Background: an optimization exercise with open tools, aiming at small area, a short achievable clock period and few clock cycles. Do not read the settings as production practice. In this exercise RTL edits were held to simulation tests only and were not proved equivalent to the original. Power and IR drop assume default switching activity.

==> module l3_lookup, before the edit <==
module l3_lookup (
  input  logic                               clk,
  input  logic                               reset,
  input  logic                               arb_valid,
  input  l3_cache_pkg::l3_req_t              arb_req,
  input  logic [l3_cache_pkg::ADDR_W-1:0]    nxt_addr,   
  output logic                               miss_load,
  output logic                               miss_push,
  output logic                               miss_wb,
  output logic [l3_cache_pkg::TAG_W-1:0]     miss_wb_tag,
  output logic [l3_cache_pkg::DATA_W-1:0]    miss_wb_data,
  output logic [l3_cache_pkg::ADDR_W-1:0]    miss_addr,
  output logic                               rq_push,
  output logic [l3_cache_pkg::PORT_W-1:0]    rq_port,
  output logic                               rq_write,
  output logic [l3_cache_pkg::DATA_W-1:0]    rq_data,
  output logic                               rq_wait,
  output logic [l3_cache_pkg::RID_W-1:0]     rq_rid,
  input  logic                               mem_rsp_valid,
  input  logic [l3_cache_pkg::DATA_W-1:0]    mem_rsp_data,
  output logic [l3_cache_pkg::RID_W-1:0]     ret_rid,
  output logic [l3_cache_pkg::RID_W-1:0]     rd_inflight
);
  localparam int ADDR_W   = l3_cache_pkg::ADDR_W;
  localparam int DATA_W   = l3_cache_pkg::DATA_W;
  localparam int INDEX_W  = l3_cache_pkg::INDEX_W;
  localparam int NUM_SETS = l3_cache_pkg::NUM_SETS;
  localparam int TAG_W    = l3_cache_pkg::TAG_W;
  localparam int RID_W    = l3_cache_pkg::RID_W;
  logic [NUM_SETS-1:0][TAG_W-1:0]  tag_q;   
  logic [NUM_SETS-1:0][DATA_W-1:0] data_q;
  logic [NUM_SETS-1:0][RID_W-1:0]  prid_q;  
  logic [NUM_SETS-1:0] valid_q;
  logic [NUM_SETS-1:0] dirty_q;
  logic [NUM_SETS-1:0] pend_q;
  logic [NUM_SETS-1:0] fnow_q;   
  logic [RID_W-1:0] alloc_q;   
  logic [RID_W-1:0] ret_q;     
  logic [NUM_SETS-1:0] sel_q;    
  logic [INDEX_W-1:0]  nxt_index;
  logic [TAG_W-1:0]    nxt_tag;
  logic [NUM_SETS-1:0] nxt_sel;
  logic [NUM_SETS-1:0] nxt_hit;
  logic                same_line;
  logic                hit_q;    
  logic [TAG_W-1:0]    cur_tag;
  logic                hit;
  logic                miss;
  logic                rd_miss;
  logic [NUM_SETS-1:0][DATA_W+TAG_W+RID_W+2:0] line_all;
  logic [DATA_W+TAG_W+RID_W+2:0] line_sel;
  logic                line_valid;
  logic                line_dirty;
  logic                line_pend;
  logic [TAG_W-1:0]    line_tag;
  logic [RID_W-1:0]    line_prid;
  logic [DATA_W-1:0]   line_data;
  logic                line_ret;    
  logic [NUM_SETS-1:0] fill_hit;    
  logic [NUM_SETS-1:0] wsel;        
  logic [NUM_SETS-1:0] fsel;        
  logic [NUM_SETS-1:0]            pend_d;
  logic [NUM_SETS-1:0][RID_W-1:0] prid_d;
  logic [RID_W-1:0]               ret_d;
  assign nxt_index = nxt_addr[INDEX_W-1:0];
  assign nxt_tag   = nxt_addr[ADDR_W-1:INDEX_W];
  assign cur_tag   = arb_req.addr[ADDR_W-1:INDEX_W];
  always_comb begin
    for (int i = 0; i < NUM_SETS; i++) begin
      nxt_sel[i] = (nxt_index == INDEX_W'(i));
      nxt_hit[i] = valid_q[i] && (tag_q[i] == nxt_tag);
    end
  end
  assign same_line = arb_valid && |(nxt_sel & sel_q);
  always_ff @(posedge clk) begin
    sel_q <= nxt_sel;
    hit_q <= same_line ? (nxt_tag == cur_tag) : |(nxt_sel & nxt_hit);
  end
  always_comb begin
    for (int i = 0; i < NUM_SETS; i++) begin
      line_all[i] = {valid_q[i], dirty_q[i], pend_q[i], prid_q[i], tag_q[i], data_q[i]};
    end
  end
  l3_pick16 #(.W(DATA_W + TAG_W + RID_W + 3)) line_pick_i (
    .in (line_all), .sel (sel_q), .out (line_sel)
  );
  assign {line_valid, line_dirty, line_pend, line_prid, line_tag, line_data} = line_sel;
  assign hit      = hit_q;
  assign miss     = !hit_q;
  assign rd_miss  = arb_valid && miss && !arb_req.write;
  assign fill_hit = mem_rsp_valid ? fnow_q : '0;
  assign line_ret = mem_rsp_valid && |(sel_q & fnow_q);
  assign ret_rid     = ret_q;
  assign rd_inflight = alloc_q - ret_q;
  assign miss_load    = arb_valid;
  assign miss_push    = arb_valid && miss;
  assign miss_wb      = line_valid && line_dirty;
  assign miss_wb_tag  = line_tag;
  assign miss_wb_data = line_data;
  assign miss_addr    = arb_req.addr;
  assign rq_push  = arb_valid;
  assign rq_port  = arb_req.port;
  assign rq_write = arb_req.write;
  always_comb begin
    rq_data = line_data;
    rq_wait = 1'b0;
    rq_rid  = line_prid;
    if (arb_req.write) begin
      rq_data = arb_req.wdata;
    end else if (miss) begin
      rq_wait = 1'b1;
      rq_rid  = alloc_q;
    end else if (line_ret) begin
      rq_data = mem_rsp_data;
    end else if (line_pend) begin
      rq_wait = 1'b1;
    end
  end
  always_comb begin
    ret_d = mem_rsp_valid ? ret_q + 1'b1 : ret_q;
    for (int i = 0; i < NUM_SETS; i++) begin
      pend_d[i] = pend_q[i] && !fill_hit[i];
      prid_d[i] = prid_q[i];
      if (arb_valid && sel_q[i]) begin
        if (arb_req.write) begin
          pend_d[i] = 1'b0;
        end else if (miss) begin
          pend_d[i] = 1'b1;
          prid_d[i] = alloc_q;
        end
      end
    end
  end
  always_ff @(posedge clk or posedge reset) begin
    if (reset) begin
      valid_q <= '0;
      pend_q  <= '0;
      fnow_q  <= '0;
      alloc_q <= '0;
      ret_q   <= '0;
    end else begin
      ret_q  <= ret_d;
      pend_q <= pend_d;
      for (int i = 0; i < NUM_SETS; i++) begin
        fnow_q[i] <= pend_d[i] && (prid_d[i] == ret_d);
      end
      if (arb_valid && miss) begin
        alloc_q <= alloc_q + 1'b1;
      end
      if (arb_valid) begin
        valid_q <= valid_q | sel_q;
      end
    end
  end
  always_comb begin
    for (int i = 0; i < NUM_SETS; i++) begin
      wsel[i] = arb_valid && sel_q[i] && arb_req.write;
      fsel[i] = fill_hit[i] && !wsel[i];
    end
  end
  always_ff @(posedge clk) begin
    prid_q <= prid_d;
    for (int i = 0; i < NUM_SETS; i++) begin
      if (wsel[i] || fsel[i]) begin
        data_q[i] <= (arb_req.wdata & {DATA_W{wsel[i]}}) | (mem_rsp_data & {DATA_W{fsel[i]}});
      end
      if (arb_valid && sel_q[i]) begin
        tag_q[i]   <= cur_tag;
        dirty_q[i] <= arb_req.write || (hit && dirty_q[i]);
      end
    end
  end
endmodule
==> flow/config.mk <==
export PLATFORM = sky130hd
export DESIGN_NAME = l3_cache_top
export DESIGN_NICKNAME = l3_cache_top
export VERILOG_FILES = /design/flow/design.v
export SDC_FILE = /design/flow/constraint.sdc
export NUM_CORES = 4
export LEC_CHECK = 0
export CAP_MARGIN = 20
export CORE_MARGIN = 2
export CORE_UTILIZATION = 60
export CTS_CLUSTER_DIAMETER = 60
export CTS_CLUSTER_SIZE = 20
export SETUP_SLACK_MARGIN = 3.4
export SLEW_MARGIN = 20
export TNS_END_PERCENT = 0
==> flow/constraint.sdc <==
create_clock -name core_clock -period 6.0 [get_ports {clk}]
set_input_delay 1.2000 -clock core_clock [delete_from_list [all_inputs] [get_ports {clk}]]
set_output_delay 1.2000 -clock core_clock [all_outputs]
set_load 0.01 [all_outputs]
run.sh (not shown) runs the stock make flow with config.mk's settings and CLKGATE_MAP_FILE= SYNTH_SCRIPT=/design/flow/synth_recipe.tcl, a recipe that flattens the netlist after the stock synthesis.
Testbench counts at the start, summed over its fixed seeds: cycles 2,293.
Next try:
--- a/flow/design.v
+++ b/flow/design.v
@@ -163,14 +163,12 @@
   logic                line_pend;
   logic [TAG_W-1:0]    line_tag;
   logic [RID_W-1:0]    line_prid;
   logic [DATA_W-1:0]   line_data;
   logic                line_ret;    
   logic [NUM_SETS-1:0] fill_hit;    
-  logic [NUM_SETS-1:0] wsel;        
-  logic [NUM_SETS-1:0] fsel;        
   logic [NUM_SETS-1:0]            pend_d;
   logic [NUM_SETS-1:0][RID_W-1:0] prid_d;
   logic [RID_W-1:0]               ret_d;
   assign nxt_index = nxt_addr[INDEX_W-1:0];
   assign nxt_tag   = nxt_addr[ADDR_W-1:INDEX_W];
   assign cur_tag   = arb_req.addr[ADDR_W-1:INDEX_W];
@@ -258,23 +256,19 @@
       end
       if (arb_valid) begin
         valid_q <= valid_q | sel_q;
       end
     end
   end
-  always_comb begin
-    for (int i = 0; i < NUM_SETS; i++) begin
-      wsel[i] = arb_valid && sel_q[i] && arb_req.write;
-      fsel[i] = fill_hit[i] && !wsel[i];
-    end
-  end
   always_ff @(posedge clk) begin
     prid_q <= prid_d;
     for (int i = 0; i < NUM_SETS; i++) begin
-      if (wsel[i] || fsel[i]) begin
-        data_q[i] <= (arb_req.wdata & {DATA_W{wsel[i]}}) | (mem_rsp_data & {DATA_W{fsel[i]}});
+      if (arb_valid && sel_q[i] && arb_req.write) begin
+        data_q[i] <= arb_req.wdata;
+      end else if (fill_hit[i]) begin
+        data_q[i] <= mem_rsp_data;
       end
       if (arb_valid && sel_q[i]) begin
         tag_q[i]   <= cur_tag;
         dirty_q[i] <= arb_req.write || (hit && dirty_q[i]);
       end
     end
Outcome: The changed run completed without violations. Sequential share of layout area shrinks by 1.7 points. Sequential power stays flat. Cell count increases by 1.4%. Synthesized area climbs by 3.3%. Utilization goes up by 0.29 points. Critical path depth falls by 3. Design area rises by 3.7%. Register-to-register slack is worse by 0.05 ns.
Testbench counts after the change, summed over its fixed seeds: cycles 2,293.

## what the ideal ports hide
No port has a modelled driver above. Below, the same layouts with a new extraction and two added sets of constraints. Step 1 sets driving cells, clkbuf_16 on the clock port and buf_2 on the other inputs (assumed; they add their load-dependent delay and slew). Step 2 adds t to the input delays and takes it off the output delays; t is the mean of the earliest and latest rising clock arrival at the registers after step 1. Input paths then give back, and output paths get back, about the clock's delay inside the block. a / b / c = no drivers / after step 1 / after step 2; a / b = the first two.
| run | shift t [ns] | setup WS [ns] | hold slack, ns | worst data-port slew with drivers (ns) |
|---|---|---|---|---|
| the first run | 0.871 | 2.982 / 3.029 / 2.159 | 0.469 / 0.469 / 0.469 | 0.08 |
| the second run | 0.873 | 2.943 / 2.996 / 2.122 | 0.483 / 0.483 / 0.483 | 0.15 |
After both steps setup and hold are still met in every run listed. For the first run, which loses most, drivers alone change the setup slack by +0.047 ns; drivers and shift together by -0.823 ns.
